Context: an optimization exercise on an open-source flow, tuned for small area, a short achievable clock period and few clock cycles. The choices shown serve that exercise and are no tape-out recipe.
In this exercise RTL edits were held to simulation tests only and were not proved equivalent to the original.
Power and IR drop assume default switching activity.

JK:
==> flow/design.v (excerpt) <==
module grid_maze_dfs_path_search (
   input  logic                            clock,
   input  logic                            reset,
   input  logic                            req_tvalid,
   output logic                            req_tready,
   input  logic [gmdfs_pkg::REQ_W-1:0]     req_tdata,
   output logic                            rsp_tvalid,
   input  logic                            rsp_tready,
   output logic [gmdfs_pkg::RSP_W-1:0]     rsp_tdata,
   input  logic                            csr_valid,
   output logic                            csr_ready,
   input  logic [0:0]                      csr_index,
   input  logic [gmdfs_pkg::CFG_W-1:0]     csr_wdata
);
Size: roughly 3800 cells after synthesis, about 900 flip-flops, about 62 I/O pins.
==> flow/config.mk <==
export PLATFORM = sky130hd
export DESIGN_NAME = grid_maze_dfs_path_search
export DESIGN_NICKNAME = grid_maze_dfs_path_search
export VERILOG_FILES = /design/flow/design.v
export SDC_FILE = /design/flow/constraint.sdc
export NUM_CORES = 4
export LEC_CHECK = 0
export CAP_MARGIN = 20
export CORE_MARGIN = 2
export CORE_UTILIZATION = 38
export CTS_CLUSTER_DIAMETER = 100
export CTS_CLUSTER_SIZE = 20
export SLEW_MARGIN = 20
export TNS_END_PERCENT = 10
==> flow/constraint.sdc <==
create_clock -name core_clock -period 9.0 [get_ports {clock}]
set_input_delay 1.8000 -clock core_clock [delete_from_list [all_inputs] [get_ports {clock}]]
set_output_delay 1.8000 -clock core_clock [all_outputs]
set_load 0.01 [all_outputs]
standard.sh (not shown) runs the stock make flow with config.mk's settings and CLKGATE_MAP_FILE= SYNTH_SCRIPT=/design/flow/synth_recipe.tcl, a recipe that flattens the netlist after the stock synthesis.
==> flow/flow/run.sh <==
#!/bin/bash
set -euo pipefail
bash standard.sh SETUP_SLACK_MARGIN=6 finish > standard.log 2>&1
Testbench counts of JK, summed over its fixed seeds: cycles 32,591.
## Diff of input files: MS against JK
Settings: TNS_END_PERCENT: 10 -> unset.
### Flow results
- Diff JK -> MS: setup slack picked up an extra 0.18 ns; flip-flop and latch count has remained practically unchanged; sum of buffers and inverters on the critical path moved up.
- Looking at critical path startpoint, the xr_ff[14] result is from MS; the xc_ff[7] one comes from JK.
- Status: number of cells in the design after placement parity (MS, JK)
- Taking JK as the reference, in MS combinational group share of total power +0.2 points; pin count of the biggest net entering global routing -8.5%.

========
== the baseline ==
Starting RTL as in the previous note.
Settings: LEC_CHECK=0, CAP_MARGIN=20, CORE_MARGIN=2, CORE_UTILIZATION=42, CTS_CLUSTER_DIAMETER=110, CTS_CLUSTER_SIZE=22, SLEW_MARGIN=20; clock period 9.0 ns.
Scripts as last shown in full above: flow/flow/run.sh
The baseline | status: complete | timing, DRC, antenna: pass
Testbench counts of the baseline, summed over its fixed seeds: cycles 32,591.
Here is what was changed in the inputs of the candidate compared with the baseline.
- swapping 110 for 100 in CTS_CLUSTER_DIAMETER
- swapping 42 for 38 in CORE_UTILIZATION
- putting SETUP_SLACK_MARGIN at 5 where nothing was set
- swapping 22 for 20 in CTS_CLUSTER_SIZE
==> flow/run.sh (new file) <==
#!/bin/bash
# synth_recipe.tcl (not shown) runs the flow's synth.tcl, then flattens the netlist and writes it again
# the make line also repeats each setting of config.mk as NAME=value (left out here)
make -C /OpenROAD-flow-scripts/flow DESIGN_CONFIG=/design/flow/config.mk WORK_HOME=/design/flow/orfs CLKGATE_MAP_FILE= SYNTH_SCRIPT=/design/flow/synth_recipe.tcl finish
removed: flow/flow/run.sh
removed: flow/standard.sh
[summary]
The candidate was carried through to the last stage, and its layout satisfied the timing, DRC and antenna checks.
The baseline vs the candidate, standard cell with the maximum stage delay on the critical path: or4_1 vs nor2_2
The baseline and the candidate ended up with roughly the same worst hold slack.
In the reports for the candidate and the baseline, the smaller number of setup buffers added after CTS belongs to the candidate.
In the reports for the candidate and the baseline, the larger global-route usage belongs to the baseline.
Non-clock buffer area fraction after layout down 3.8 points in the candidate wrt the baseline
Of the candidate and the baseline, the run reporting the lower final wirelength was the candidate.
The higher final clock skew came out of the baseline.
Row total of clock buffers placed in the layout: the candidate higher / the baseline lower
Measured against each other, the candidate and the baseline differ in part of the power in combinational logic, the lower figure coming from the candidate.
| die area | lower: the baseline |
Count of buffers not belonging to the clock network in the layout in the candidate is 43% below the baseline.

-- static timing again, ports no longer ideal --
The results above use ideal ports. As a check the final layouts listed here were re-extracted and re-timed, cells and wires unchanged. Step 1 assumes that a clkbuf_16 drives the clock port and a buf_2 every other input. Step 2 adds t to the input delays and takes it off the output delays; t is the mean of the earliest and latest rising clock arrival at the registers after step 1. Input paths then give back, and output paths get back, about the clock's delay inside the block. Slacks: no drivers / after step 1 / after step 2; pairs: no drivers / after step 1.
run	t (ns)	slack for setup (ns)	hold WS [ns]	worst setup path at the end	worst data-port slew with drivers (ns)
JK	0.774	5.474 / 5.474 / 4.923	0.505 / 0.505 / 0.505	input to register	0.05
MS	0.774	5.659 / 5.659 / 5.182	0.486 / 0.486 / 0.486	input to register	0.16
the baseline	0.739	5.654 / 5.654 / 5.253	0.488 / 0.488 / 0.488	input to register	0.07
the candidate	0.765	4.900 / 4.900 / 4.308	0.486 / 0.486 / 0.486	input to register	0.11
After both steps every run listed still meets setup and hold. For the candidate, which loses most, drivers alone change the setup slack by 0.000 ns; drivers and shift together by -0.592 ns.
